From an optimization exercise on the open Yosys and OpenROAD flow, aimed at small area and few clock cycles; shortcuts taken in it are not production practice. In this exercise RTL edits were held to simulation tests only and were not proved equivalent to the original. No driver is modelled on the clock port, so clocking that relies on it looks cheaper here than on a real chip. No activity file was given, so power comes from the tool's default toggle rates.

Design hid_key_report_to_ascii_typematic, start of the top module:
module hid_key_report_to_ascii_typematic #(
  parameter int unsigned KEY_SLOTS = 6
) (
  input  logic                      clk_i,
  input  logic                      rst_ni,
  input  logic                      cfg_we_i,
  input  logic [hkt_pkg::CFG_IDX_W-1:0] cfg_idx_i,
  input  logic [7:0]                cfg_data_i,
  input  logic                      in_valid_i,
  output logic                      in_ready_o,
  input  logic                      op_i,
  input  logic [7:0]                modifier_bits_i,
  input  logic [7:0]                key_slot_0_i,
  input  logic [7:0]                key_slot_1_i,
  input  logic [7:0]                key_slot_2_i,
  input  logic [7:0]                key_slot_3_i,
  input  logic [7:0]                key_slot_4_i,
  input  logic [7:0]                key_slot_5_i,
  output logic                      out_valid_o,
  input  logic                      out_ready_i,
  output logic [7:0]                out_char_o,
  output logic                      char_valid_o,
  output logic                      last_o,
  output logic                      caps_lock_led_o,
  output logic                      num_lock_led_o,
  output logic                      led_report_changed_o
);
export LEC_CHECK = 0
export CAP_MARGIN = 20
export CORE_MARGIN = 2
export CORE_UTILIZATION = 40
export CTS_BUF_LIST = sky130_fd_sc_hd__clkbuf_8
export SLEW_MARGIN = 20
export SYNTH_HIERARCHICAL = 1
create_clock -name core_clock -period 10.0 [get_ports {clk_i}]
standard.sh (not shown) runs the stock make flow with config.mk's settings and CLKGATE_MAP_FILE= SYNTH_SCRIPT=/design/flow/synth_recipe.tcl, a recipe that flattens the netlist after the stock synthesis.
==> flow/flow/run.sh <==
#!/bin/bash
# The standard layout (the standard.sh, standard synthesis included), with these changes:
# the port buffers that global placement inserts are the smallest buffer cell instead of
# the default choice (every input and output port still gets its own buffer); clock tree
# synthesis may use clkbuf_8 as well as clkbuf_16 buffers and adds no dummy loads; and after
# clock tree synthesis, cells on paths with slack are sized down (flow/post_cts.tcl).
# standard.sh's output goes to standard.log; each ORFS step keeps its own log under orfs/logs.
set -euo pipefail
export BUFFER_PORTS_ARGS="-buffer_cell sky130_fd_sc_hd__buf_1"
export CTS_ARGS="-sink_clustering_enable -repair_clock_nets -dont_use_dummy_load -buf_list {sky130_fd_sc_hd__clkbuf_8 sky130_fd_sc_hd__clkbuf_16}"
export POST_CTS_TCL="$PWD/flow/post_cts.tcl"
bash standard.sh > standard.log 2>&1
==> flow/flow/post_cts.tcl <==
# Size down cells on paths with slack, then legalize the placement again.
estimate_parasitics -placement
repair_timing -recover_power 100 -verbose
detailed_placement
check_placement -verbose
report_design_area
Testbench counts at the start, summed over its fixed seeds: cycles 24,608.
Next try:
==> flow/flow/run.sh (replaced) <==
#!/bin/bash
# The standard layout (the standard.sh, standard synthesis included), with two changes:
# the port buffers that global placement inserts are the smallest buffer cell instead of
# the default choice (every input and output port still gets its own buffer), and clock
# tree synthesis adds no dummy loads.
set -euo pipefail
export BUFFER_PORTS_ARGS="-buffer_cell sky130_fd_sc_hd__buf_1"
export CTS_ARGS="-sink_clustering_enable -repair_clock_nets -dont_use_dummy_load -buf_list sky130_fd_sc_hd__clkbuf_8 -sink_clustering_size 10"
bash standard.sh > standard.log 2>&1
removed: flow/flow/post_cts.tcl
Outcome:
- synthesized cell count is unchanged
- via count barely changes
- total power drops by 5.4%
- global-route usage hardly moves
- final cell count hardly moves
- routed wire length goes down by 0.35%
- hold slack gains 0.0041 ns
Next try:
==> flow/flow/run.sh (replaced) <==
#!/bin/bash
# The standard layout (the standard.sh, standard synthesis included), with these changes:
# the port buffers that global placement inserts are the smallest buffer cell instead of
# the default choice (every input and output port still gets its own buffer); clock tree
# synthesis uses clkbuf_8 buffers and adds no dummy loads; and after clock tree synthesis,
# cells on paths with slack are sized down (flow/post_cts.tcl).
set -euo pipefail
export BUFFER_PORTS_ARGS="-buffer_cell sky130_fd_sc_hd__buf_1"
export CTS_ARGS="-sink_clustering_enable -repair_clock_nets -dont_use_dummy_load -buf_list sky130_fd_sc_hd__clkbuf_8"
export POST_CTS_TCL="$PWD/flow/post_cts.tcl"
bash standard.sh > standard.log 2>&1
==> flow/flow/post_cts.tcl (new file) <==
# Size down cells on paths with slack, then legalize the placement again.
estimate_parasitics -placement
repair_timing -recover_power 100 -verbose
detailed_placement
check_placement -verbose
report_design_area
What happened:
- die area is unchanged
- critical path depth stays the same
- worst setup slack degrades by 0.32 ns
- design area goes down by about 0.65%
Next try:
--- a/flow/flow/run.sh
+++ b/flow/flow/run.sh
@@ -6,2 +6,3 @@
 # cells on paths with slack are sized down (flow/post_cts.tcl).
+# standard.sh's output goes to standard.log; each ORFS step keeps its own log under orfs/logs.
 set -euo pipefail
Settings changed: CORE_UTILIZATION 40 to 55, CTS_BUF_LIST sky130_fd_sc_hd__clkbuf_8 to unset, PLACE_DENSITY set to 0.7.
Outcome: Final area falls by 1.0%. Clock-buffer cell count is unchanged. Hold slack gets better by 0.0069 ns. Setup slack got worse by 0.023 ns. Total power went down by 0.43%. First-iteration DRC count fell by 4.4%. Via count grows by 1.8%. Maximum frequency is about the same.
Next try:
--- a/flow/flow/run.sh
+++ b/flow/flow/run.sh
@@ -6,6 +6,5 @@
 # cells on paths with slack are sized down (flow/post_cts.tcl).
-# standard.sh's output goes to standard.log; each ORFS step keeps its own log under orfs/logs.
 set -euo pipefail
 export BUFFER_PORTS_ARGS="-buffer_cell sky130_fd_sc_hd__buf_1"
-export CTS_ARGS="-sink_clustering_enable -repair_clock_nets -dont_use_dummy_load -buf_list sky130_fd_sc_hd__clkbuf_8"
+export CTS_ARGS="-sink_clustering_enable -repair_clock_nets -dont_use_dummy_load -buf_list sky130_fd_sc_hd__clkbuf_8 -sink_clustering_max_diameter 40"
 export POST_CTS_TCL="$PWD/flow/post_cts.tcl"
Settings changed: CORE_UTILIZATION 55 to 40, CTS_BUF_LIST set to sky130_fd_sc_hd__clkbuf_8, PLACE_DENSITY 0.7 to unset.
The new run finished clean; clock-buffer cell count does not change; final cell count went up by a little under a tenth; core utilization went down by 16 points; critical path depth stays the same; cell area went up slightly; synthesized area stays the same; sequential power went down slightly; clock skew went down by 0.0034 ns; register-to-register slack gains 0.18 ns; first-iteration DRC count went up by a few percent.
Next try:
--- a/flow/flow/run.sh
+++ b/flow/flow/run.sh
@@ -8,3 +8,3 @@
 export BUFFER_PORTS_ARGS="-buffer_cell sky130_fd_sc_hd__buf_1"
-export CTS_ARGS="-sink_clustering_enable -repair_clock_nets -dont_use_dummy_load -buf_list sky130_fd_sc_hd__clkbuf_8 -sink_clustering_max_diameter 40"
+export CTS_ARGS="-sink_clustering_enable -repair_clock_nets -dont_use_dummy_load -buf_list sky130_fd_sc_hd__clkbuf_8 -sink_buffer_max_cap_derate 0.6"
 export POST_CTS_TCL="$PWD/flow/post_cts.tcl"
Core utilization is unchanged.
Total power is unchanged.
Combinational power stays flat.
Clock skew stays the same.
Register-to-register slack is about the same.
Routed wire length does not change.
Die area does not change.

-- separate check: timing with driven ports --
Ports are ideal in the flow. The routed layouts listed here were re-timed in OpenROAD.
Step 1 assumes that a clkbuf_16 drives the clock port and a buf_2 every other input.
Step 2 adds t to the input delays and takes it off the output delays; t is the mean of the earliest and latest rising clock arrival at the registers after step 1. Input paths then give back, and output paths get back, about the clock's delay inside the block.
Slacks: ideal / step 1 / step 2; pairs: ideal / step 1.
run	shift t [ns]	slack for setup (ns)	worst setup path at the end	slew at the worst register clock pin (ns)	worst slew at a driven data input, ns
the first run	0.401	0.869 / 0.826 / 1.144	input to register	0.09 / 0.09	0.04
the second run	0.429	1.141 / 1.100 / 1.529	register to output	0.12 / 0.12	0.04
the third run	0.432	0.819 / 0.777 / 1.066	input to register	0.12 / 0.12	0.04
the fourth run	0.431	0.796 / 0.755 / 0.769	input to register	0.12 / 0.12	0.05
the fifth run	0.432	0.819 / 0.777 / 1.066	input to register	0.12 / 0.12	0.04
the sixth run	0.432	0.819 / 0.777 / 1.066	input to register	0.12 / 0.12	0.04
After both steps setup and hold are still met in every run listed. The setup slack of the fourth run, which loses most, moves by -0.041 ns with the drivers and by -0.027 ns with both steps.
